From an optimization exercise on the open Yosys and OpenROAD flow, aimed at small area, a short achievable clock period and few clock cycles per item; shortcuts taken in it are not production practice.
Function was not checked in any run shown here: the RTL went through the layout flow alone.

==> flow/design.v <==
package ascon_pkg;
    typedef logic [64-1:0] lane_t;
    typedef logic [2*64-1:0] block_t;
    typedef logic [5-1:0] slice_t;
    typedef logic [5*64-1:0] state_t;
    typedef enum logic [1:0]
    {
        INIT,
        ASSOC,
        TEXT,
        FINAL
    } phase_t;
endpackage
`timescale 1ns/1ps
module ascon_xnor2
(
    input  logic a,
    input  logic b,
    output logic y
);
    assign y = ~(a ^ b);
endmodule
module ascon_nand2
(
    input  logic a,
    input  logic b,
    output logic y
);
    assign y = ~(a & b);
endmodule
module ascon_nor2
(
    input  logic a,
    input  logic b,
    output logic y
);
    assign y = ~(a | b);
endmodule
module ascon_inv
(
    input  logic a,
    output logic y
);
    assign y = ~a;
endmodule
module ascon_sbox_column
(
    input  ascon_pkg::slice_t col_in,
    output ascon_pkg::slice_t col_out
);
    logic x0, x1, x2, x3, x4;
    logic x1n;
    logic m0, m2n, m4n;            
    logic u0, u1n, u2, u3n, u4;    
    logic c0, c1, c2n, c3, c4;     
    assign {x4, x3, x2, x1, x0} = col_in;
    ascon_xor2  u_m0  (.a (x0),  .b (x4),  .y (m0));
    ascon_xnor2 u_m2  (.a (x1),  .b (x2),  .y (m2n));
    ascon_xnor2 u_m4  (.a (x3),  .b (x4),  .y (m4n));
    ascon_nor2  u_u0  (.a (x1),  .b (m2n), .y (u0));
    ascon_nand2 u_u1  (.a (m2n), .b (x3),  .y (u1n));
    ascon_nor2  u_u2  (.a (x3),  .b (m4n), .y (u2));
    ascon_nand2 u_u3  (.a (m4n), .b (m0),  .y (u3n));
    ascon_inv   u_x1n (.a (x1),  .y (x1n));
    ascon_nor2  u_u4  (.a (m0),  .b (x1n), .y (u4));
    ascon_xor2  u_c0  (.a (m0),  .b (u0),  .y (c0));
    ascon_xnor2 u_c1  (.a (x1),  .b (u1n), .y (c1));
    ascon_xor2  u_c2  (.a (m2n), .b (u2),  .y (c2n));
    ascon_xnor2 u_c3  (.a (x3),  .b (u3n), .y (c3));
    ascon_xnor2 u_c4  (.a (m4n), .b (u4),  .y (c4));
    ascon_xor2  u_y0  (.a (c0),  .b (c4),  .y (col_out[0]));
    ascon_xor2  u_y1  (.a (c1),  .b (c0),  .y (col_out[1]));
    assign col_out[2] = c2n;
    ascon_xnor2 u_y3  (.a (c3),  .b (c2n), .y (col_out[3]));
    assign col_out[4] = c4;
endmodule
module ascon_a22o
(
    input  logic a1,
    input  logic a2,
    input  logic b1,
    input  logic b2,
    output logic y
);
    assign y = (a1 & a2) | (b1 & b2);
endmodule
module ascon_and2
(
    input  logic a,
    input  logic b,
    output logic y
);
    assign y = a & b;
endmodule
module ascon_or2
(
    input  logic a,
    input  logic b,
    output logic y
);
    assign y = a | b;
endmodule
`timescale 1ns/1ps
module ascon_xor2
(
    input  logic a,
    input  logic b,
    output logic y
);
    assign y = a ^ b;
endmodule
module ascon_linear_layer
(
    input  ascon_pkg::lane_t s0,
    input  ascon_pkg::lane_t s1,
    input  ascon_pkg::lane_t s2,
    input  ascon_pkg::lane_t s3,
    input  ascon_pkg::lane_t s4,
    output ascon_pkg::lane_t x0,
    output ascon_pkg::lane_t x1,
    output ascon_pkg::lane_t x2,
    output ascon_pkg::lane_t x3,
    output ascon_pkg::lane_t x4
);
    localparam int W = 64;
    logic [4:0][W-1:0] s;
    logic [4:0][W-1:0] h;
    logic [4:0][W-1:0] x;
    function automatic int ra(input int l);
        case (l)
            0: ra = 19;
            1: ra = 61;
            2: ra = 1;
            3: ra = 10;
            default: ra = 7;
        endcase
    endfunction
    function automatic int rb(input int l);
        case (l)
            0: rb = 28;
            1: rb = 39;
            2: rb = 6;
            3: rb = 17;
            default: rb = 41;
        endcase
    endfunction
    assign s[0] = s0;
    assign s[1] = s1;
    assign s[2] = s2;
    assign s[3] = s3;
    assign s[4] = s4;
    for (genvar l = 0; l < 5; l++)
    begin : g_lane
        for (genvar i = 0; i < W; i++)
        begin : g_bit
            ascon_xor2 u_a
            (
                .a (s[l][(i + ra(l)) % W]),
                .b (s[l][(i + rb(l)) % W]),
                .y (h[l][i])
            );
            ascon_xor2 u_b
            (
                .a (s[l][i]),
                .b (h[l][i]),
                .y (x[l][i])
            );
        end
    end
    assign x0 = x[0];
    assign x1 = x[1];
    assign x2 = x[2];
    assign x3 = x[3];
    assign x4 = x[4];
endmodule
`timescale 1ns/1ps
module ascon_sequencer
(
    input  ascon_pkg::state_t s_in,
    input  logic [7:0]        rc,
    output ascon_pkg::state_t s_out
);
    ascon_pkg::lane_t a0, a1, a2, a3, a4;
    ascon_pkg::lane_t b0, b1, b2, b3, b4;
    ascon_pkg::lane_t l0, l1, l2, l3, l4;
    assign {a0, a1, a2, a3, a4} = s_in;
    for (genvar b = 0; b < 64; b++)
    begin : g_col
        wire ascon_pkg::slice_t col_in;
        wire ascon_pkg::slice_t col_out;
        wire                    k;
        if (b < 8)
        begin : g_rc
            assign k = rc[b];
        end
        else
        begin : g_norc
            assign k = 1'b0;
        end
        assign col_in = {a4[b], a3[b], a2[b] ^ k, a1[b], a0[b]};
        ascon_sbox_column u_sbox
        (
            .col_in  (col_in),
            .col_out (col_out)
        );
        assign b0[b] = col_out[0];
        assign b1[b] = col_out[1];
        assign b2[b] = col_out[2];
        assign b3[b] = col_out[3];
        assign b4[b] = col_out[4];
    end
    ascon_linear_layer u_linear
    (
        .s0 (b0),
        .s1 (b1),
        .s2 (b2),
        .s3 (b3),
        .s4 (b4),
        .x0 (l0),
        .x1 (l1),
        .x2 (l2),
        .x3 (l3),
        .x4 (l4)
    );
    assign s_out = {l0, l1, l2, l3, l4};
endmodule
`timescale 1ns/1ps
module ascon_encrypt_1block
(
    input  logic              clk,
    input  logic              reset,
    input  logic              start,
    input  ascon_pkg::block_t key,
    input  ascon_pkg::block_t nonce,
    input  ascon_pkg::block_t ad,
    input  ascon_pkg::block_t pt,
    output ascon_pkg::block_t c,
    output ascon_pkg::block_t t,
    output logic              busy,
    output logic              done
);
    localparam int U      = 1;
    localparam int W      = 64;
    localparam int NCYC   = 12 / U;
    localparam int PB_CYC = (12 - 8) / U;
    ascon_pkg::phase_t phase;
    logic [3:0]        cyc;
    ascon_pkg::lane_t  x0, x1, x2, x3, x4;
    ascon_pkg::block_t key_q;
    ascon_pkg::block_t ad_q;
    ascon_pkg::block_t pc_q;       
    ascon_pkg::state_t chain [0:U];
    ascon_pkg::lane_t  r0, r1, r2, r3, r4;
    ascon_pkg::lane_t  n0, n1, n2, n3, n4;
    logic              accept;
    logic              last;
    assign accept = start && !busy;
    assign last   = (cyc == 4'(NCYC - 1));
    assign chain[0] = {x0, x1, x2, x3, x4};
    for (genvar u = 0; u < U; u++)
    begin : g_round
        logic [3:0] r;
        logic [7:0] rc;
        assign r  = 4'(cyc * U + u);
        assign rc = {~r, r};           
        ascon_sequencer u_round
        (
            .s_in  (chain[u]),
            .rc    (rc),
            .s_out (chain[u+1])
        );
    end
    assign {r0, r1, r2, r3, r4} = chain[U];
    logic inj_init, inj_assoc, inj_text, inj_key34;
    assign inj_init  = last && (phase == ascon_pkg::INIT);
    assign inj_assoc = last && (phase == ascon_pkg::ASSOC);
    assign inj_text  = last && (phase == ascon_pkg::TEXT);
    assign inj_key34 = last && ((phase == ascon_pkg::INIT) || (phase == ascon_pkg::FINAL));
    ascon_pkg::lane_t k0, k1, a0, a1, p0, p1;
    ascon_pkg::lane_t m0, m1, m2, m3, m4;         
    ascon_pkg::lane_t d0, d1, d2, d3, d4;         
    localparam ascon_pkg::lane_t IV = 64'h80800c0800000000;
    logic acc_n;
    assign acc_n = ~accept;
    assign {k0, k1} = key_q;
    assign {a0, a1} = ad_q;
    assign {p0, p1} = pc_q;
    for (genvar i = 0; i < W; i++)
    begin : g_bit
        ascon_a22o u_m0 (.a1 (inj_init), .a2 (a0[i]), .b1 (inj_assoc), .b2 (p0[i]), .y (m0[i]));
        ascon_a22o u_m1 (.a1 (inj_init), .a2 (a1[i]), .b1 (inj_assoc), .b2 (p1[i]), .y (m1[i]));
        ascon_and2 u_m2 (.a (inj_text), .b (k0[i]), .y (m2[i]));
        ascon_a22o u_m3 (.a1 (inj_key34), .a2 (k0[i]), .b1 (inj_text), .b2 (k1[i]), .y (m3[i]));
        if (i == 0)
        begin : g_dom
            ascon_a22o u_m4 (.a1 (inj_key34), .a2 (k1[i]), .b1 (inj_assoc), .b2 (1'b1), .y (m4[i]));
        end
        else
        begin : g_nodom
            ascon_and2 u_m4 (.a (inj_key34), .b (k1[i]), .y (m4[i]));
        end
        ascon_xor2 u_n0 (.a (r0[i]), .b (m0[i]), .y (n0[i]));
        ascon_xor2 u_n1 (.a (r1[i]), .b (m1[i]), .y (n1[i]));
        ascon_xor2 u_n2 (.a (r2[i]), .b (m2[i]), .y (n2[i]));
        ascon_xor2 u_n3 (.a (r3[i]), .b (m3[i]), .y (n3[i]));
        ascon_xor2 u_n4 (.a (r4[i]), .b (m4[i]), .y (n4[i]));
        if (IV[i])
        begin : g_iv1
            ascon_or2  u_d0 (.a (accept), .b (n0[i]), .y (d0[i]));
        end
        else
        begin : g_iv0
            ascon_and2 u_d0 (.a (acc_n), .b (n0[i]), .y (d0[i]));
        end
        ascon_a22o u_d1 (.a1 (accept), .a2 (key[W + i]),   .b1 (acc_n), .b2 (n1[i]), .y (d1[i]));
        ascon_a22o u_d2 (.a1 (accept), .a2 (key[i]),       .b1 (acc_n), .b2 (n2[i]), .y (d2[i]));
        ascon_a22o u_d3 (.a1 (accept), .a2 (nonce[W + i]), .b1 (acc_n), .b2 (n3[i]), .y (d3[i]));
        ascon_a22o u_d4 (.a1 (accept), .a2 (nonce[i]),     .b1 (acc_n), .b2 (n4[i]), .y (d4[i]));
    end
    always_ff @(posedge clk)
    begin
        x0 <= d0;
        x1 <= d1;
        x2 <= d2;
        x3 <= d3;
        x4 <= d4;
        if (accept)
        begin
            key_q <= key;
            ad_q  <= ad;
            pc_q  <= pt;
        end
        else if (inj_assoc)
        begin
            pc_q <= {n0, n1};
        end
    end
    always_ff @(posedge clk)
    begin
        if (reset)
        begin
            busy  <= 1'b0;
            done  <= 1'b0;
            phase <= ascon_pkg::INIT;
            cyc   <= '0;
        end
        else
        begin
            done <= 1'b0;
            if (!busy)
            begin
                if (start)
                begin
                    busy  <= 1'b1;
                    phase <= ascon_pkg::INIT;
                    cyc   <= '0;
                end
            end
            else if (!last)
            begin
                cyc <= cyc + 1'b1;
            end
            else
            begin
                case (phase)
                    ascon_pkg::INIT:
                    begin
                        phase <= ascon_pkg::ASSOC;
                        cyc   <= 4'(PB_CYC);
                    end
                    ascon_pkg::ASSOC:
                    begin
                        phase <= ascon_pkg::TEXT;
                        cyc   <= 4'(PB_CYC);
                    end
                    ascon_pkg::TEXT:
                    begin
                        phase <= ascon_pkg::FINAL;
                        cyc   <= '0;
                    end
                    default:
                    begin
                        busy <= 1'b0;
                        done <= 1'b1;
                        cyc  <= '0;
                    end
                endcase
            end
        end
    end
    assign c = pc_q;
    assign t = {x3, x4};
endmodule
==> flow/run.sh <==
#!/bin/bash
# synth_recipe.tcl (not shown) runs the flow's synth.tcl, then flattens the netlist and writes it again
# the make line also repeats each setting of config.mk as NAME=value (left out here)
make -C /OpenROAD-flow-scripts/flow DESIGN_CONFIG=/design/flow/config.mk WORK_HOME=/design/flow/orfs CLKGATE_MAP_FILE= SYNTH_SCRIPT=/design/flow/synth_recipe.tcl finish
==> flow/config.mk <==
export PLATFORM = sky130hd
export DESIGN_NAME = ascon_encrypt_1block
export DESIGN_NICKNAME = ascon_encrypt_1block
export VERILOG_FILES = /design/flow/design.v
export SDC_FILE = /design/flow/constraint.sdc
export NUM_CORES = 4
export LEC_CHECK = 0
export CAP_MARGIN = 20
export CORE_MARGIN = 2
export CORE_UTILIZATION = 40
export SLEW_MARGIN = 30
export SYNTH_HIERARCHICAL = 1
export SYNTH_MINIMUM_KEEP_SIZE = 0
==> flow/constraint.sdc <==
create_clock -name core_clock -period 8.0 [get_ports {clk}]
set_input_delay 1.6000 -clock core_clock [delete_from_list [all_inputs] [get_ports {clk}]]
set_output_delay 1.6000 -clock core_clock [all_outputs]
set_load 0.01 [all_outputs]
==> out/metrics.json, run 1 <==
{
  "synth_seq_area_share": {"value": 41.9, "unit": "%"},
  "worstRegToRegCells": {"value": 9},
  "htree_num_levels": {"value": 3},
  "setup_tns_after_final_layout": {"value": 0, "unit": "ns"},
  "synth-edff-count": {"value": 384},
  "critPathRequiredTime": {"value": 8.31, "unit": "ns"},
  "net_total_in_the_final_layout": {"value": 5270},
  "critical-path-max-stage-delay": {"value": 0.76, "unit": "ns"},
  "drv.max_cap_violation_count": {"value": 0},
  "route.vias.total": {"value": 32545},
  "cp_num_buf_inv": {"value": 3},
  "synth-adder-area-share": {"value": 0.174, "unit": "%"},
  "globalRoute.totalOverflow": {"value": 0},
  "num-fill-cells": {"value": 10021},
  "timing.rr.start": {"value": "x4[24]$_DFF_P_"},
  "post-synth-top-area-cell": {"value": "edfxtp_1"},
  "max_slew.worst_pin.slew": {"value": 1.17, "unit": "ns"},
  "drt_drc": {"value": 0},
  "finalWirelength": {"value": 184000, "unit": "um"},
  "max_freq": {"value": 215, "unit": "MHz"},
  "crit_path_start_kind": {"value": "primary input"},
  "io_pins": {"value": 773},
  "synthMostInstantiatedCell": {"value": "xor2_1"},
  "chipHeight": {"value": 333, "unit": "um"},
  "fp.coreArea": {"value": 107000, "unit": "sq um"},
  "worst_hold_slack": {"value": 0.534, "unit": "ns"},
  "grt_max_degree": {"value": 182},
  "postCtsResizedCells": {"value": 0},
  "final-setup-viol-count": {"value": 0},
  "cp_max_fo": {"value": 166},
  "final-hold-violation-count": {"value": 0},
  "std_cell_rows": {"value": 120},
  "drt-pass1-iter-count": {"value": 5},
  "regToRegSetupSlack": {"value": 4.06, "unit": "ns"},
  "run_status": {"value": "complete, no violations"},
  "most_instantiated_cells_after_synthesis": {"value": "xor2_1, nand2_1, a22o_1"},
  "initial_antenna_violation_count": {"value": 25},
  "dominant_combinational_cell_family_by_area_after_synthesis": {"value": "XOR/XNOR gates"},
  "muxShareOfSynthArea": {"value": 0, "unit": "%"},
  "synth_compound_gate_area_share": {"value": 9.26, "unit": "%"},
  "start_util": {"value": 40.3, "unit": "%"},
  "syn_avg_cell_area": {"value": 10.5, "unit": "sq um"},
  "top_reg_cell_synth": {"value": "edfxtp_1"},
  "hold_path_class": {"value": "register to register"},
  "yosys_register_bits": {"value": 712},
  "route.antenna.remaining_nets": {"value": 0},
  "clkSlewWorstSetupHoldPaths": {"value": 0.06, "unit": "ns"},
  "detailedRoute.firstIterationViolations": {"value": 3020},
  "tritoncts.num_buffers": {"value": 84},
  "timing.hold.worst_endpoint": {"value": "cyc[0]$_SDFFE_PP0P_"},
  "cts-root-buf": {"value": "clkbuf_16"},
  "portBuffers": {"value": 772},
  "rsz0062_at_grt": {"value": "false"},
  "r2r-end": {"value": "pc_q[124]$_DFFE_PP_"},
  "timing.critical_path.slowest_stage_cell": {"value": "or2_4"},
  "floorplan.die.width": {"value": 333, "unit": "um"},
  "syn-num-nets": {"value": 4652},
  "timing.critical_path.to_type": {"value": "register"},
  "number_of_global_route_vias_before_repair": {"value": 32410},
  "gp_congestion": {"value": 1.02},
  "insertion_delay": {"value": 0.68, "unit": "ns"},
  "post_synthesis_xor_xnor_area_fraction": {"value": 33.9, "unit": "%"},
  "syn_area": {"value": 43200, "unit": "sq um"},
  "flow.area_growth_from_synthesis": {"value": 24.9, "unit": "%"},
  "timing.critical_path.max_delay_family": {"value": "buffers and inverters"},
  "postSynthCellCount": {"value": 4131},
  "fin_skew": {"value": 0.0204, "unit": "ns"},
  "clkSinkCount": {"value": 712},
  "cts_hold_buffers": {"value": 0},
  "wl_per_cell": {"value": 29.5, "unit": "um"},
  "post-dp-hpwl": {"value": 150000, "unit": "um"},
  "synthSimpleGateAreaFrac": {"value": 9.22, "unit": "%"},
  "cp.arrival": {"value": 4.96, "unit": "ns"},
  "yosysWarningCount": {"value": 9},
  "synth-async-reset-ratio": {"value": 0, "unit": "%"},
  "critical_path_type": {"value": "primary input to register"},
  "cts_setup_buffers": {"value": 0},
  "cp_num_cells": {"value": 5},
  "ys_top_cells_by_area": {"value": "edfxtp_1, xor2_1, dfxtp_1"},
  "tritoncts_clock_tree": {"value": "done"},
  "viasPerCell": {"value": 5.22},
  "global_route_wire_length_before_repair": {"value": 250000, "unit": "um"},
  "period_needed": {"value": 4.65, "unit": "ns"},
  "global_route.usage.total": {"value": 32.2, "unit": "%"},
  "synth_largest_type_area_fraction": {"value": 26.7, "unit": "%"},
  "worst_hold_startpoint": {"value": "cyc[0]$_SDFFE_PP0P_"},
  "die_area": {"value": 111000, "unit": "sq um"},
  "drv_slew": {"value": 0},
  "cts_buffer_depth": {"value": 3},
  "drive_above_1_share": {"value": 4.11, "unit": "%"},
  "synth.distinct_cells": {"value": 33},
  "slew_headroom": {"value": 21.7, "unit": "%"},
  "hold_path_depth": {"value": 2},
  "cell_by_cell_listing_of_the_critical_path": {"value": "clkdlybuf4s50_1 > nand2b_4 > inv_16 > or2_4 > buf_4"},
  "final.period_utilization": {"value": 58.1, "unit": "%"}
}
-- registers in the layout, summed over array words and instances, names as in the netlist, 2 cells and up --
register / count
ad_q: 128
key_q: 128
pc_q: 128
x0: 64
x1: 64
x2: 64
x3: 64
x4: 64
cyc: 4
phase: 2
-- how the worst max path moves through the flow --
stage	endpoint	slack, ns	start
floorplan	x1[0]$_DFF_P_	0.32	start
CTS	pc_q[16]$_DFFE_PP_	3.41	start
global route	pc_q[76]$_DFFE_PP_	3.19	start
detailed placement	pc_q[3]$_DFFE_PP_	2.71	start
global placement	pc_q[7]$_DFFE_PP_	2.75	start
finish	pc_q[3]$_DFFE_PP_	3.35	start
-- layout by cell type (no fill, tap or decap), types with 2 or more instances in the layout --
master	synthesis	routed
clkinvlp_4	0	3
bufinv_16	0	9
clkinv_1	0	4
nor2_1	197	196
o211ai_1	2	2
nor3_1	2	2
clkdlybuf4s50_1	0	772
a21oi_1	6	6
a22o_1	449	449
nand3b_1	2	2
o21ai_0	2	2
and2_4	0	3
xnor2_2	0	13
xor2_1	1288	1285
clkinv_2	1	15
nand3_1	2	2
edfxtp_1	384	384
inv_1	71	71
buf_4	258	42
xnor2_1	384	371
ha_1	6	6
diode_2	0	18
dfxtp_1	328	328
xor2_2	0	3
clkbuf_1	1	23
and2_1	189	186
nand2_1	514	514
or2_1	6	5
clkbuf_16	0	88
clkbuf_8	0	10
or3_1	2	2
buf_12	0	4
inv_6	0	2
-- tightest hold or removal path, stage by stage (launching register included) --
cell,delay (ns)
dfxtp_1,0.36
nand2_1,0.08
a21oi_1,0.05
-- cell type report --
type	count	area [sq um]	share of cell area, %
Clock inverter	34	409	0.758
Inverter	72	287	0.531
Multi-Input combinational cell	3060	22900	42.3
Sequential cell	712	18100	33.5
Timing Repair Buffer	819	8130	15.1
Tap cell	1403	1760	3.25
Clock buffer	121	2430	4.49
Antenna cell	18	45.0	0.0834
-- layer usage --
layer	track usage, %	share of wire, %
met1	40.4	41
met4	12.6	4.1
met2	54.4	48
met5	0	0.078
met3	6.22	7.0
-- kinds of logic after synthesis --
logic type | count (synthesis)
other cells | 1
flops | 712
xor+xnor | 1672
simple gates | 920
buf+inv | 359
compound gates | 461
fa+ha+maj | 6
-- metrics by stage --
| step | utilization, % | worst slack [ns] | area (sq um) | instances |
|---|---|---|---|---|
| after floorplan | - | 0.324 | 43200 | 4131 |
| after global placement | 47.6 | 2.75 | 51000 | 6066 |
| after detailed placement | 47.7 | 2.71 | 51100 | 6066 |
| after CTS | 50.3 | 3.41 | 53900 | 6221 |
| after global routing | 50.4 | 3.19 | 54000 | 6235 |
| final | 50.4 | 3.35 | 54000 | 6239 |
-- Yosys stat by module, one instance, submodules excluded, a selection --
module / times used / cells inside
ascon_encrypt_1block: 1 / 1307
ascon_sbox_column: 64 / 2
ascon_nor2: 192 / 1
ascon_sequencer: 1 / 8
ascon_xnor2: 384 / 1
ascon_or2: 5 / 1
ascon_inv: 64 / 1
ascon_nand2: 128 / 1
ascon_a22o: 449 / 1
ascon_xor2: 1280 / 1
ascon_and2: 186 / 1
==> run 2, diff against run 1 <==
==> flow/flow/run.sh (new file) <==
#!/bin/bash
# Standard layout, with plain buf_1 cells as the port buffers instead of
# the delay buffer that buffer_ports picks by default.
set -euo pipefail
export BUFFER_PORTS_ARGS="-buffer_cell sky130_fd_sc_hd__buf_1"
bash standard.sh > standard.log 2>&1
==> flow/standard.sh (new file) <==
#!/bin/bash
# synth_recipe.tcl (not shown) runs the flow's synth.tcl, then flattens the netlist and writes it again
# the make line also repeats each setting of config.mk as NAME=value (left out here)
make -C /OpenROAD-flow-scripts/flow DESIGN_CONFIG=/design/flow/config.mk WORK_HOME=/design/flow/orfs CLKGATE_MAP_FILE= SYNTH_SCRIPT=/design/flow/synth_recipe.tcl "${@:-finish}"
removed: flow/run.sh
==> run 2 against run 1 <==
  * Fmax is 21% higher
  * Worst setup slack better by 0.80 ns
  * Critical path type is now register to register
  * Core utilization is 4.5 points lower
  * Design area is 9.0% lower
  * Worst hold slack better by 0.020 ns
  * First-iteration DRC count is 7.5% lower
  * Synthesized cell count stayed put
  * Largest cell class unchanged
  * Critical path depth is 4 higher
  * Die area stayed put
  * Global-route usage is 0.30 points lower
==> out/metrics.json, run 2 <==
{
  "final-hold-violation-count": {"value": 0},
  "critical_path_type": {"value": "register to register"},
  "timing.rr.start": {"value": "x4[23]$_DFF_P_"},
  "final.setup.worst_slack": {"value": 4.15, "unit": "ns"},
  "postCtsResizedCells": {"value": 0},
  "timing.critical_path.to_type": {"value": "register"},
  "drive_above_1_share": {"value": 4.11, "unit": "%"},
  "cts_buffer_depth": {"value": 3},
  "post-synth-top-area-cell": {"value": "edfxtp_1"},
  "syn-num-nets": {"value": 4652},
  "syn_avg_cell_area": {"value": 10.5, "unit": "sq um"},
  "viasPerCell": {"value": 5.23},
  "timing.critical_path.max_delay_family": {"value": "XOR/XNOR gates"},
  "max_freq": {"value": 260, "unit": "MHz"},
  "regToRegSetupSlack": {"value": 4.15, "unit": "ns"},
  "detailedRoute.firstIterationViolations": {"value": 2792},
  "cts_setup_buffers": {"value": 0},
  "layout_commonest_cell": {"value": "xor2_1"},
  "chipHeight": {"value": 333, "unit": "um"},
  "flow.area_growth_from_synthesis": {"value": 13.7, "unit": "%"},
  "global_route.usage.total": {"value": 31.9, "unit": "%"},
  "rsz0062_at_grt": {"value": "false"},
  "launch_point_of_the_critical_path": {"value": "x4[23]$_DFF_P_"},
  "route.antenna.remaining_nets": {"value": 0},
  "drv_slew": {"value": 0},
  "synth-async-reset-ratio": {"value": 0, "unit": "%"},
  "post-dp-hpwl": {"value": 148000, "unit": "um"},
  "syn_area": {"value": 43200, "unit": "sq um"},
  "cts-root-buf": {"value": "clkbuf_16"},
  "drv.max_cap_violation_count": {"value": 0},
  "critical-path-max-stage-delay": {"value": 0.84, "unit": "ns"},
  "cts_hold_buffers": {"value": 0},
  "ys_top_cells_by_area": {"value": "edfxtp_1, xor2_1, dfxtp_1"},
  "period_needed": {"value": 3.85, "unit": "ns"},
  "run_status": {"value": "complete, no violations"},
  "worst_hold_startpoint": {"value": "cyc[0]$_SDFFE_PP0P_"},
  "postSynthCellCount": {"value": 4131},
  "most_instantiated_cells_after_synthesis": {"value": "xor2_1, nand2_1, a22o_1"},
  "yosysWarningCount": {"value": 9},
  "insertion_delay": {"value": 0.70, "unit": "ns"},
  "cell_by_cell_listing_of_the_critical_path": {"value": "xor2_1 > nor2_1 > xnor2_1 > xor2_1 > xor2_1 > xor2_1 > xor2_1 > nand2_1 > nand2_1"},
  "top_reg_cell_synth": {"value": "edfxtp_1"},
  "cp_num_buf_inv": {"value": 0},
  "max_slew.worst_pin.slew": {"value": 1.17, "unit": "ns"},
  "synth_seq_area_share": {"value": 41.9, "unit": "%"},
  "floorplan.die.width": {"value": 333, "unit": "um"},
  "std_cell_rows": {"value": 120},
  "num-fill-cells": {"value": 10588},
  "wl_per_cell": {"value": 29.2, "unit": "um"},
  "worst_path_most_repeated_cell": {"value": "xor2_1"},
  "net_total_in_the_final_layout": {"value": 5266},
  "yosys_register_bits": {"value": 712},
  "reg_top3": {"value": "ad_q (128), key_q (128), pc_q (128)"},
  "tritoncts_clock_tree": {"value": "done"},
  "gp_congestion": {"value": 1.05},
  "final.period_utilization": {"value": 48.1, "unit": "%"},
  "drt_drc": {"value": 0},
  "globalRoute.totalOverflow": {"value": 0},
  "setup_tns_after_final_layout": {"value": 0, "unit": "ns"},
  "tritoncts.num_buffers": {"value": 85},
  "fin_skew": {"value": 0.0403, "unit": "ns"},
  "synth-edff-count": {"value": 384},
  "finalWirelength": {"value": 182000, "unit": "um"},
  "synth.distinct_cells": {"value": 33},
  "timing.critical_path.slowest_stage_cell": {"value": "xnor2_1"},
  "hold_path_class": {"value": "register to register"},
  "clkSinkCount": {"value": 712},
  "clkSlewWorstSetupHoldPaths": {"value": 0.06, "unit": "ns"},
  "crit_path_start_kind": {"value": "register"},
  "start_util": {"value": 40.3, "unit": "%"},
  "portBuffers": {"value": 772},
  "layout.cells.most_common_list": {"value": "xor2_1, buf_1, nand2_1"},
  "cp.arrival": {"value": 4.27, "unit": "ns"},
  "grt_max_degree": {"value": 196},
  "global_route_wire_length_before_repair": {"value": 249000, "unit": "um"},
  "route.vias.total": {"value": 32589},
  "initial_antenna_violation_count": {"value": 19},
  "number_of_global_route_vias_before_repair": {"value": 32673},
  "drt-pass1-iter-count": {"value": 6},
  "final-setup-viol-count": {"value": 0},
  "cp_max_fo": {"value": 4},
  "synth_largest_type_area_fraction": {"value": 26.7, "unit": "%"},
  "die_area": {"value": 111000, "unit": "sq um"},
  "htree_num_levels": {"value": 3},
  "critPathRequiredTime": {"value": 8.43, "unit": "ns"},
  "slew_headroom": {"value": 22.2, "unit": "%"},
  "synthMostInstantiatedCell": {"value": "xor2_1"},
  "io_pins": {"value": 773},
  "pre_cts_setup_slack": {"value": 3.89, "unit": "ns"},
  "fp.coreArea": {"value": 107000, "unit": "sq um"}
}
==> run 2: worst min-delay path: cells and delay by family, from the launching register on <==
| kind | cells | cell delay, ns |
|---|---|---|
| AOI/OAI and AO/OA | 1 | 0.06 |
| DFF | 1 | 0.37 |
| and+or+nand+nor | 1 | 0.08 |
==> run 2: kinds of logic (layout without fill, tap and decap cells) <==
group	Yosys count	in the layout	share of synthesized area [%]
DFF	712	712	41.9
and+or+nand+nor	920	920	9.22
other	1	13	0.00867
xor gates and xnor gates	1672	1672	33.9
buffers and inverters	359	1044	5.61
adders and majority gates	6	6	0.174
AOI/OAI and AO/OA	461	461	9.26
==> run 2: path summary, 6_finish.rpt <==
check,to,cells past startpoint
worst max-delay path,pc_q[123]$_DFFE_PP_,9
worst min-delay path,cyc[0]$_SDFFE_PP0P_,2
worst max register to register,pc_q[123]$_DFFE_PP_,9
worst min register to register,cyc[0]$_SDFFE_PP0P_,2
==> run 2: stage by stage <==
stage / hold slack, ns / instance area [sq um] / util (%) / std cells
finish: 0.554 / 49100 / 45.8 / 6231
global route: 0.576 / 49100 / 45.8 / 6228
CTS: 0.562 / 49100 / 45.8 / 6218
detailed placement: 0.553 / 46300 / 43.2 / 6060
global placement: 0.541 / 46100 / 43.0 / 6060
floorplan: 0.485 / 43200 / - / 4131
==> run 2: final cells by class <==
type / count / area [sq um] / share of cell area [%]
clock buffers: 112 / 2340 / 4.76
clock inverters: 46 / 468 / 0.952
repair buffers: 814 / 3280 / 6.68
diodes: 12 / 30.0 / 0.0611
well taps: 1403 / 1760 / 3.57
inverters: 72 / 287 / 0.583
flip-flops and latches: 712 / 18100 / 36.8
multi-input cells: 3060 / 22900 / 46.6
==> run 2: modules after synthesis, one instance, submodules excluded, excerpt <==
| module | cell area [sq um] | times used | cells | flops+latches |
|---|---|---|---|---|
| ascon_encrypt_1block | 21100 | 1 | 1307 | 712 |
| ascon_sequencer | 70.1 | 1 | 8 | 0 |
| ascon_sbox_column | 15.0 | 64 | 2 | 0 |
| ascon_a22o | 8.76 | 449 | 1 | 0 |
| ascon_xnor2 | 8.76 | 384 | 1 | 0 |
| ascon_xor2 | 8.76 | 1280 | 1 | 0 |
| ascon_and2 | 6.26 | 186 | 1 | 0 |
| ascon_or2 | 6.26 | 5 | 1 | 0 |
| ascon_inv | 3.75 | 64 | 1 | 0 |
| ascon_nand2 | 3.75 | 128 | 1 | 0 |
| ascon_nor2 | 3.75 | 192 | 1 | 0 |
==> run 2: layer usage <==
metal  up-vias  track usage (%)  part of all wire, %
met3       322             6.58                  7.4
met5         -                0                0.072
met2      1360             52.7                   47
met4        18             14.3                  4.9
met1     16158             40.0                   41
li1      14731                -                    -
==> run 3, diff against run 2 <==
--- a/flow/design.v
+++ b/flow/design.v
@@ -253,7 +253,7 @@
     ascon_pkg::lane_t  r0, r1, r2, r3, r4;
     ascon_pkg::lane_t  n0, n1, n2, n3, n4;
-    logic              accept;
+    logic              ld;
+    logic              busy_nx;
     logic              last;
-    assign accept = start && !busy;
     assign last   = (cyc == 4'(NCYC - 1));
     assign chain[0] = {x0, x1, x2, x3, x4};
@@ -280,7 +280,8 @@
     ascon_pkg::lane_t m0, m1, m2, m3, m4;         
     ascon_pkg::lane_t d0, d1, d2, d3, d4;         
+    ascon_pkg::block_t dk, da, dp, hp;            
     localparam ascon_pkg::lane_t IV = 64'h80800c0800000000;
-    logic acc_n;
-    assign acc_n = ~accept;
+    logic inj_assoc_n;
+    assign inj_assoc_n = ~inj_assoc;
     assign {k0, k1} = key_q;
     assign {a0, a1} = ad_q;
@@ -307,38 +308,62 @@
         if (IV[i])
         begin : g_iv1
-            ascon_or2  u_d0 (.a (accept), .b (n0[i]), .y (d0[i]));
+            ascon_or2  u_d0 (.a (ld), .b (n0[i]), .y (d0[i]));
         end
         else
         begin : g_iv0
-            ascon_and2 u_d0 (.a (acc_n), .b (n0[i]), .y (d0[i]));
+            ascon_and2 u_d0 (.a (busy), .b (n0[i]), .y (d0[i]));
         end
-        ascon_a22o u_d1 (.a1 (accept), .a2 (key[W + i]),   .b1 (acc_n), .b2 (n1[i]), .y (d1[i]));
-        ascon_a22o u_d2 (.a1 (accept), .a2 (key[i]),       .b1 (acc_n), .b2 (n2[i]), .y (d2[i]));
-        ascon_a22o u_d3 (.a1 (accept), .a2 (nonce[W + i]), .b1 (acc_n), .b2 (n3[i]), .y (d3[i]));
-        ascon_a22o u_d4 (.a1 (accept), .a2 (nonce[i]),     .b1 (acc_n), .b2 (n4[i]), .y (d4[i]));
+        ascon_a22o u_d1 (.a1 (ld), .a2 (key[W + i]),   .b1 (busy), .b2 (n1[i]), .y (d1[i]));
+        ascon_a22o u_d2 (.a1 (ld), .a2 (key[i]),       .b1 (busy), .b2 (n2[i]), .y (d2[i]));
+        ascon_a22o u_d3 (.a1 (ld), .a2 (nonce[W + i]), .b1 (busy), .b2 (n3[i]), .y (d3[i]));
+        ascon_a22o u_d4 (.a1 (ld), .a2 (nonce[i]),     .b1 (busy), .b2 (n4[i]), .y (d4[i]));
+    end
+    for (genvar i = 0; i < 2 * W; i++)
+    begin : g_hold
+        ascon_a22o u_dk (.a1 (ld), .a2 (key[i]), .b1 (busy), .b2 (key_q[i]), .y (dk[i]));
+        ascon_a22o u_da (.a1 (ld), .a2 (ad[i]),  .b1 (busy), .b2 (ad_q[i]),  .y (da[i]));
+        if (i >= W)
+        begin : g_hi
+            ascon_a22o u_hp (.a1 (inj_assoc), .a2 (n0[i - W]), .b1 (inj_assoc_n), .b2 (pc_q[i]), .y (hp[i]));
+        end
+        else
+        begin : g_lo
+            ascon_a22o u_hp (.a1 (inj_assoc), .a2 (n1[i]), .b1 (inj_assoc_n), .b2 (pc_q[i]), .y (hp[i]));
+        end
+        ascon_a22o u_dp (.a1 (ld), .a2 (pt[i]),  .b1 (busy), .b2 (hp[i]),    .y (dp[i]));
     end
     always_ff @(posedge clk)
     begin
-        x0 <= d0;
-        x1 <= d1;
-        x2 <= d2;
-        x3 <= d3;
-        x4 <= d4;
-        if (accept)
+        x0    <= d0;
+        x1    <= d1;
+        x2    <= d2;
+        x3    <= d3;
+        x4    <= d4;
+        key_q <= dk;
+        ad_q  <= da;
+        pc_q  <= dp;
+    end
+    always_comb
+    begin
+        busy_nx = busy;
+        if (reset)
         begin
-            key_q <= key;
-            ad_q  <= ad;
-            pc_q  <= pt;
+            busy_nx = 1'b0;
         end
-        else if (inj_assoc)
+        else if (!busy)
         begin
-            pc_q <= {n0, n1};
+            busy_nx = start;
+        end
+        else if (last && (phase == ascon_pkg::FINAL))
+        begin
+            busy_nx = 1'b0;
         end
     end
     always_ff @(posedge clk)
     begin
+        busy <= busy_nx;
+        ld   <= ~busy_nx;
         if (reset)
         begin
-            busy  <= 1'b0;
             done  <= 1'b0;
             phase <= ascon_pkg::INIT;
@@ -350,10 +375,6 @@
             if (!busy)
             begin
-                if (start)
-                begin
-                    busy  <= 1'b1;
-                    phase <= ascon_pkg::INIT;
-                    cyc   <= '0;
-                end
+                phase <= ascon_pkg::INIT;
+                cyc   <= '0;
             end
             else if (!last)
@@ -381,7 +402,7 @@
                     default:
                     begin
-                        busy <= 1'b0;
-                        done <= 1'b1;
-                        cyc  <= '0;
+                        done  <= 1'b1;
+                        phase <= ascon_pkg::INIT;
+                        cyc   <= '0;
                     end
                 endcase
--- a/flow/config.mk
+++ b/flow/config.mk
@@ -9,4 +9,5 @@
 export CORE_MARGIN = 2
 export CORE_UTILIZATION = 40
+export SETUP_SLACK_MARGIN = 4.7
 export SLEW_MARGIN = 30
 export SYNTH_HIERARCHICAL = 1
==> run 3 against run 2 <==
  * Still clean on timing, DRC and antenna
  * Via count grew 7.5%
  * Sequential share of layout area is 7.9 points lower
  * Die area decreased by 2.4%
  * Critical path depth shrank 2
  * Cell count is 2.1% higher
  * Register-to-register slack improved by 0.50 ns
  * Wire length up 5.4%
  * Clock skew decreased by 0.0088 ns
  * Critical endpoint is now x3[54]$_DFF_P_
  * Largest cell class unchanged
==> out/metrics.json, run 3 <==
{
  "start_util": {"value": 40.2, "unit": "%"},
  "synth.distinct_cells": {"value": 29},
  "route.antenna.remaining_nets": {"value": 0},
  "drive_above_1_share": {"value": 6.71, "unit": "%"},
  "rsz0062_at_grt": {"value": "true"},
  "setup_tns_after_final_layout": {"value": 0, "unit": "ns"},
  "max_slew.worst_pin.slew": {"value": 1.23, "unit": "ns"},
  "top_reg_cell_synth": {"value": "dfxtp_1"},
  "initial_antenna_violation_count": {"value": 26},
  "ys_top_cells_by_area": {"value": "dfxtp_1, xor2_1, a22o_1"},
  "finalWirelength": {"value": 192000, "unit": "um"},
  "gp_congestion": {"value": 0.967},
  "yosysWarningCount": {"value": 9},
  "route.vias.total": {"value": 35021},
  "cts-root-buf": {"value": "clkbuf_16"},
  "die_area": {"value": 108000, "unit": "sq um"},
  "drv.max_cap_violation_count": {"value": 0},
  "r2r-end": {"value": "x3[54]$_DFF_P_"},
  "synth_largest_type_area_fraction": {"value": 33.8, "unit": "%"},
  "max_freq": {"value": 299, "unit": "MHz"},
  "wl_per_cell": {"value": 30.1, "unit": "um"},
  "num-fill-cells": {"value": 10228},
  "chipHeight": {"value": 329, "unit": "um"},
  "floorplan.die.width": {"value": 329, "unit": "um"},
  "hold_path_depth": {"value": 1},
  "synth-edff-count": {"value": 0},
  "cp_max_fo": {"value": 48},
  "grt_max_degree": {"value": 194},
  "flow.area_growth_from_synthesis": {"value": 17.2, "unit": "%"},
  "timing.hold.worst_endpoint": {"value": "ad_q[27]$_DFF_P_"},
  "timing.critical_path.to_type": {"value": "register"},
  "globalRoute.totalOverflow": {"value": 0},
  "post-dp-hpwl": {"value": 149000, "unit": "um"},
  "final-hold-violation-count": {"value": 0},
  "viasPerCell": {"value": 5.50},
  "number_of_global_route_vias_before_repair": {"value": 33425},
  "final-setup-viol-count": {"value": 0},
  "layout_commonest_cell": {"value": "xor2_1"},
  "worstRegToRegCells": {"value": 7},
  "fin_skew": {"value": 0.0314, "unit": "ns"},
  "drt-pass1-iter-count": {"value": 5},
  "reg_top3": {"value": "ad_q (128), key_q (128), pc_q (128)"},
  "most_instantiated_cells_after_synthesis": {"value": "xor2_1, a22o_1, dfxtp_1"},
  "cts_buffer_depth": {"value": 3},
  "clkSinkCount": {"value": 713},
  "global_route_wire_length_before_repair": {"value": 256000, "unit": "um"},
  "net_total_in_the_final_layout": {"value": 5418},
  "layout.cells.most_common_list": {"value": "xor2_1, a22o_1, buf_1"},
  "final.period_utilization": {"value": 41.8, "unit": "%"},
  "syn_area": {"value": 42200, "unit": "sq um"},
  "std_cell_rows": {"value": 119},
  "synth_seq_area_share": {"value": 33.8, "unit": "%"},
  "synthMostInstantiatedCell": {"value": "xor2_1"},
  "synth-async-reset-ratio": {"value": 0, "unit": "%"},
  "global_route.usage.total": {"value": 33.8, "unit": "%"},
  "run_status": {"value": "complete, no violations"},
  "cp.arrival": {"value": 3.96, "unit": "ns"},
  "tritoncts_clock_tree": {"value": "done"},
  "insertion_delay": {"value": 0.69, "unit": "ns"},
  "fp.coreArea": {"value": 105000, "unit": "sq um"},
  "critical_path_type": {"value": "register to register"},
  "post-synth-top-area-cell": {"value": "dfxtp_1"},
  "regToRegSetupSlack": {"value": 4.66, "unit": "ns"},
  "portBuffers": {"value": 772},
  "hold_path_class": {"value": "register to register"},
  "drv_slew": {"value": 0},
  "detailedRoute.firstIterationViolations": {"value": 3052},
  "timing.rr.start": {"value": "cyc[0]$_SDFF_PP0_"},
  "crit_path_start_kind": {"value": "register"},
  "slew_headroom": {"value": 17.9, "unit": "%"},
  "htree_num_levels": {"value": 3},
  "syn-num-nets": {"value": 4741},
  "period_needed": {"value": 3.34, "unit": "ns"},
  "tritoncts.num_buffers": {"value": 84},
  "worst_hold_startpoint": {"value": "ad_q[27]$_DFF_P_"},
  "syn_avg_cell_area": {"value": 10.0, "unit": "sq um"},
  "postSynthCellCount": {"value": 4220},
  "drt_drc": {"value": 0},
  "critPathRequiredTime": {"value": 8.62, "unit": "ns"},
  "clkSlewWorstSetupHoldPaths": {"value": 0.06, "unit": "ns"},
  "yosys_register_bits": {"value": 713},
  "io_pins": {"value": 773}
}
run 3: cell count changes in the layout (fill, tap and decap cells not counted), moves of 19 or more:
cell      change
xor2_1       -69
xor2_2       +63
xnor2_2      +19
nand2_1     -384
a22o_1      +512
xnor2_1      -24
dfxtp_1     +383
edfxtp_1    -384
buf_4        +24
run 3: repair_timing:
action,4_1_cts,5_1_grt
cloned,2,1
hold endpoints to repair,0,0
endpoints found under the setup margin,144,73
buffers inserted,0,7
pin swaps,2,7
hold buffers,0,0
gates resized for setup,38,70
run 3: cell families (layout without fill, tap and decap cells):
logic type               after synthesis  count (layout)  share of synthesized area, %
AO/OA/AOI/OAI                        967             967                          20.1
XOR/XNOR                            1672            1672                          34.7
adder cells (fa/ha/maj)                6               6                         0.178
buffers and inverters                328            1066                          5.21
flip-flops                           713             713                          33.8
multiplexers                           1               1                        0.0237
other                                  1              14                       0.00889
AND/OR/NAND/NOR                      532             534                          5.99
run 3: critical path, cell delays in order, from the launching register on:
cell     delay (ns)
dfxtp_1        0.44
ha_1           0.32
and3_2         0.43
and2_4         0.46
buf_4          0.63
a22o_1         0.25
xor2_1         0.49
a22o_1         0.20
run 3: routing by layer:
layer	track usage, %	vias to the layer above	share of wire [%]
met5	0	-	0.095
met4	15.1	30	5.0
met3	8.76	368	8.6
met2	54.3	1642	46
met1	42.3	17197	41
li1	-	15784	-
run 3: Yosys stat by module (local to each module, per instance), excerpt:
| module | times used | area (sq um) | flops+latches |
|---|---|---|---|
| ascon_encrypt_1block | 1 | 15500 | 713 |
| ascon_sequencer | 1 | 70.1 | 0 |
| ascon_sbox_column | 64 | 15.0 | 0 |
| ascon_a22o | 961 | 8.76 | 0 |
| ascon_xnor2 | 384 | 8.76 | 0 |
| ascon_xor2 | 1280 | 8.76 | 0 |
| ascon_and2 | 186 | 6.26 | 0 |
| ascon_or2 | 5 | 6.26 | 0 |
| ascon_inv | 64 | 3.75 | 0 |
| ascon_nand2 | 128 | 3.75 | 0 |
| ascon_nor2 | 192 | 3.75 | 0 |
run 3: cell type report:
| class | count | area [sq um] | area share, % |
|---|---|---|---|
| multi-input combinational | 3181 | 26700 | 54.1 |
| sequential | 713 | 14300 | 28.9 |
| clock buffer | 113 | 2370 | 4.80 |
| inverter | 71 | 267 | 0.539 |
| tap | 1391 | 1740 | 3.52 |
| antenna | 13 | 32.5 | 0.0658 |
| clock inverter | 36 | 383 | 0.775 |
| timing repair buffer | 846 | 3620 | 7.32 |
run 3: worst max path at each step:
stage                                  from          endpoint  slack, ns
after global routing      cyc[0]$_SDFF_PP0_   pc_q[3]$_DFF_P_       4.58
final                     cyc[0]$_SDFF_PP0_    x3[54]$_DFF_P_       4.66
after detailed placement  cyc[0]$_SDFF_PP0_  pc_q[50]$_DFF_P_       4.34
after floorplan                busy$_DFF_P_              busy       2.81
after CTS                 cyc[0]$_SDFF_PP0_  pc_q[50]$_DFF_P_       4.62
after global placement       x4[50]$_DFF_P_  pc_q[95]$_DFF_P_       4.27
run 3: through the flow:
stage | worst slack, ns | cell area [sq um] | util (%) | hold slack (ns) | cells
6_report | 4.66 | 49400 | 47.1 | 0.468 | 6364
5_1_grt | 4.58 | 49400 | 47.1 | 0.479 | 6358
4_1_cts | 4.62 | 48700 | 46.4 | 0.472 | 6341
3_5_place_dp | 4.34 | 45700 | 43.5 | 0.456 | 6190
3_3_place_gp | 4.27 | 45500 | 43.3 | 0.454 | 6190
2_1_floorplan | 2.81 | 42200 | - | 0.440 | 4220
==> run 4, diff against run 3 <==
--- a/flow/config.mk
+++ b/flow/config.mk
@@ -9,5 +9,5 @@
 export CORE_MARGIN = 2
 export CORE_UTILIZATION = 40
-export SETUP_SLACK_MARGIN = 4.7
+export SETUP_SLACK_MARGIN = 5.0
 export SLEW_MARGIN = 30
 export SYNTH_HIERARCHICAL = 1
==> run 4 against run 3 <==
  * Worst setup slack improved by 0.22 ns
  * Non-clock buffer count grew 69
  * Clock skew shrank 0.0014 ns
  * Largest cell class unchanged
  * Design area is 6.3% higher
  * Still clean on timing, DRC and antenna
  * Fmax up 7.1%
  * Area after synthesis stayed put
==> out/metrics.json, run 4 <==
{
  "critical_path_type": {"value": "register to register"},
  "start_util": {"value": 40.2, "unit": "%"},
  "run_status": {"value": "complete, no violations"},
  "std_cell_rows": {"value": 119},
  "cell_by_cell_listing_of_the_critical_path": {"value": "xnor2_1 > nor2_1 > xor2_1 > xnor2_1 > xor2_1 > xor2_1 > xor2_1 > a22o_1"},
  "syn_area": {"value": 42200, "unit": "sq um"},
  "syn_avg_cell_area": {"value": 10.0, "unit": "sq um"},
  "yosys_register_bits": {"value": 713},
  "globalRoute.totalOverflow": {"value": 0},
  "timing.critical_path.slowest_stage_cell": {"value": "xor2_1"},
  "cp_num_cells": {"value": 8},
  "synth_largest_type_area_fraction": {"value": 33.8, "unit": "%"},
  "chipHeight": {"value": 329, "unit": "um"},
  "post-synth-top-area-cell": {"value": "dfxtp_1"},
  "grt_max_degree": {"value": 194},
  "synth_seq_area_share": {"value": 33.8, "unit": "%"},
  "clkSlewWorstSetupHoldPaths": {"value": 0.06, "unit": "ns"},
  "wl_per_cell": {"value": 30.2, "unit": "um"},
  "floorplan.die.width": {"value": 329, "unit": "um"},
  "global_route_wire_length_before_repair": {"value": 259000, "unit": "um"},
  "drt_drc": {"value": 0},
  "synthMostInstantiatedCell": {"value": "xor2_1"},
  "postSynthCellCount": {"value": 4220},
  "cts_buffer_depth": {"value": 3},
  "insertion_delay": {"value": 0.69, "unit": "ns"},
  "synth.distinct_cells": {"value": 29},
  "timing.critical_path.to_type": {"value": "register"},
  "portBuffers": {"value": 772},
  "max_freq": {"value": 320, "unit": "MHz"},
  "net_total_in_the_final_layout": {"value": 5489},
  "clkSinkCount": {"value": 713},
  "setup_tns_after_final_layout": {"value": 0, "unit": "ns"},
  "most_instantiated_cells_after_synthesis": {"value": "xor2_1, a22o_1, dfxtp_1"},
  "final-setup-viol-count": {"value": 0},
  "tritoncts_clock_tree": {"value": "done"},
  "launch_point_of_the_critical_path": {"value": "x3[12]$_DFF_P_"},
  "hold_path_class": {"value": "register to register"},
  "r2r-end": {"value": "x3[59]$_DFF_P_"},
  "cts-root-buf": {"value": "clkbuf_16"},
  "cts_hold_buffers": {"value": 0},
  "slew_headroom": {"value": 22.6, "unit": "%"},
  "detailedRoute.firstIterationViolations": {"value": 3368},
  "drv.max_cap_violation_count": {"value": 0},
  "crit_path_start_kind": {"value": "register"},
  "reg_top3": {"value": "ad_q (128), key_q (128), pc_q (128)"},
  "drive_above_1_share": {"value": 13.9, "unit": "%"},
  "ys_top_cells_by_area": {"value": "dfxtp_1, xor2_1, a22o_1"},
  "synth-async-reset-ratio": {"value": 0, "unit": "%"},
  "timing.rr.start": {"value": "x3[12]$_DFF_P_"},
  "placed_cells_incl_taps": {"value": 6190},
  "worst_path_most_repeated_cell": {"value": "xor2_1"},
  "route.antenna.remaining_nets": {"value": 0},
  "critPathRequiredTime": {"value": 8.56, "unit": "ns"},
  "viasPerCell": {"value": 5.50},
  "max_slew.worst_pin.slew": {"value": 1.16, "unit": "ns"},
  "fin_skew": {"value": 0.0300, "unit": "ns"},
  "drv_slew": {"value": 0},
  "io_pins": {"value": 773},
  "synth-edff-count": {"value": 0},
  "worstRegToRegCells": {"value": 8},
  "layout_commonest_cell": {"value": "xor2_1"},
  "regToRegSetupSlack": {"value": 4.88, "unit": "ns"},
  "fp.coreArea": {"value": 105000, "unit": "sq um"},
  "cp_max_fo": {"value": 5},
  "capturing_element_of_the_worst_setup_path": {"value": "x3[59]$_DFF_P_"},
  "rsz0062_at_grt": {"value": "true"},
  "finalWirelength": {"value": 195000, "unit": "um"},
  "final.period_utilization": {"value": 39.0, "unit": "%"},
  "post-dp-hpwl": {"value": 149000, "unit": "um"},
  "yosysWarningCount": {"value": 9},
  "flow.area_growth_from_synthesis": {"value": 24.5, "unit": "%"},
  "worst_hold_startpoint": {"value": "ad_q[27]$_DFF_P_"},
  "gp_congestion": {"value": 0.967},
  "route.vias.total": {"value": 35377},
  "layout.cells.most_common_list": {"value": "xor2_1, a22o_1, buf_1"},
  "global_route.usage.total": {"value": 34.3, "unit": "%"},
  "top_reg_cell_synth": {"value": "dfxtp_1"},
  "cp_num_buf_inv": {"value": 0},
  "syn-num-nets": {"value": 4741},
  "timing.critical_path.max_delay_family": {"value": "XOR/XNOR gates"},
  "critical-path-max-stage-delay": {"value": 0.76, "unit": "ns"},
  "die_area": {"value": 108000, "unit": "sq um"},
  "cp.arrival": {"value": 3.68, "unit": "ns"},
  "number_of_global_route_vias_before_repair": {"value": 33904},
  "tritoncts.num_buffers": {"value": 84},
  "initial_antenna_violation_count": {"value": 23},
  "htree_num_levels": {"value": 3},
  "period_needed": {"value": 3.12, "unit": "ns"},
  "drt-pass1-iter-count": {"value": 5},
  "final-hold-violation-count": {"value": 0},
  "layoutNonFillerInstCount": {"value": 6434}
}
-- run 4: worst min path at each step --
stage / end / cells after the start
after floorplan: ad_q[0]$_DFF_P_ / 1
after global placement: ad_q[28]$_DFF_P_ / 1
after detailed placement: ad_q[17]$_DFF_P_ / 1
after CTS: ad_q[27]$_DFF_P_ / 1
after global routing: ad_q[12]$_DFF_P_ / 1
final: ad_q[27]$_DFF_P_ / 1
-- run 4: timing repair --
action / CTS / global route
setup endpoints to repair: 321 / 245
cloned: 4 / 1
pin swaps: 28 / 62
resized for setup: 236 / 236
endpoints found under the hold margin: 0 / 0
buffers inserted: 21 / 55
-- run 4: logic make-up after synthesis --
family	count (synthesis)	share of synthesized area [%]
adders and majority gates	6	0.178
and+or+nand+nor	532	5.99
xor gates and xnor gates	1672	34.7
other	1	0.00889
DFF	713	33.8
buffers and inverters	328	5.21
muxes	1	0.0237
AOI/OAI and AO/OA	967	20.1
-- run 4: worst reg2reg max path, stage by stage (launching register included) --
cell and delay [ns]:
dfxtp_1 0.38, xnor2_1 0.50, nor2_1 0.13, xor2_1 0.76
xnor2_1 0.41, xor2_1 0.27, xor2_1 0.21, xor2_1 0.17
a22o_1 0.18
-- run 4: final cells by class --
class                      instances  area [sq um]
antenna                           12          30.0
inverter                          71           269
multi-input combinational       3183         29100
tap                             1391          1740
clock inverter                    36           383
fill                            9840         52400
timing repair buffer             915          4320
sequential                       713         14300
clock buffer                     113          2370
-- run 4: per-stage QoR --
stage	cell area, sq um	setup slack [ns]	hold WS, ns	util (%)
floorplan	42200	2.81	0.440	-
global placement	45500	4.27	0.454	43.3
detailed placement	45700	4.34	0.456	43.5
CTS	50300	4.72	0.472	47.9
global route	52500	4.81	0.479	50.0
finish	52500	4.88	0.472	50.1
-- run 4: per-module statistics from Yosys, one instance, submodules excluded, a selection --
| module | copies in the design | area (sq um) | flip-flops and latches |
|---|---|---|---|
| ascon_encrypt_1block | 1 | 15500 | 713 |
| ascon_and2 | 186 | 6.26 | 0 |
| ascon_or2 | 5 | 6.26 | 0 |
| ascon_nand2 | 128 | 3.75 | 0 |
| ascon_inv | 64 | 3.75 | 0 |
| ascon_sbox_column | 64 | 15.0 | 0 |
| ascon_xor2 | 1280 | 8.76 | 0 |
| ascon_nor2 | 192 | 3.75 | 0 |
| ascon_sequencer | 1 | 70.1 | 0 |
| ascon_a22o | 961 | 8.76 | 0 |
| ascon_xnor2 | 384 | 8.76 | 0 |
-- run 4: metal layers --
layer / vias to the layer above / global-route usage [%] / routed length [um]
li1: 15791 / - / -
met1: 17492 / 42.9 / 77700
met2: 1695 / 55.3 / 89700
met3: 375 / 9.02 / 16700
met4: 24 / 15.3 / 10200
met5: - / 0 / 149

==> what the ideal ports hide <==
In the flow no input, the clock included, has a driving cell. The finished layouts below were timed again as built, in two steps.
Step 1 (the two cells are an assumption about what drives the block):
set clk [get_ports {clk}]
set_driving_cell -lib_cell sky130_fd_sc_hd__clkbuf_16 $clk
set_driving_cell -lib_cell sky130_fd_sc_hd__buf_2 [delete_from_list [all_inputs] $clk]
Step 2 moves the port delays by t, midway between the first and last clock arrival at a register: inputs arrive t later, outputs are due t later. That takes back most of the time a late clock gives input paths.
Three values: ideal ports, drivers, drivers and shift; two values: the first two.
| run | shift t [ns] | setup WS [ns] | worst hold slack (ns) | clock arrival spread, ns | worst data-port slew with drivers (ns) |
|---|---|---|---|---|---|
| run 1 | 0.744 | 3.348 / 3.390 / 2.646 | 0.534 / 0.534 / 0.534 | 0.021 / 0.021 | 0.14 |
| run 2 | 0.758 | 4.152 / 4.152 / 3.921 | 0.554 / 0.554 / 0.554 | 0.041 / 0.041 | 0.13 |
| run 3 | 0.754 | 4.656 / 4.656 / 4.656 | 0.468 / 0.468 / 0.468 | 0.033 / 0.033 | 0.18 |
| run 4 | 0.754 | 4.877 / 4.877 / 4.877 | 0.472 / 0.472 / 0.472 | 0.033 / 0.033 | 0.19 |
After both steps every run listed still meets setup and hold. The setup slack of run 1, which loses most, moves by +0.042 ns with the drivers and by -0.702 ns with both steps.
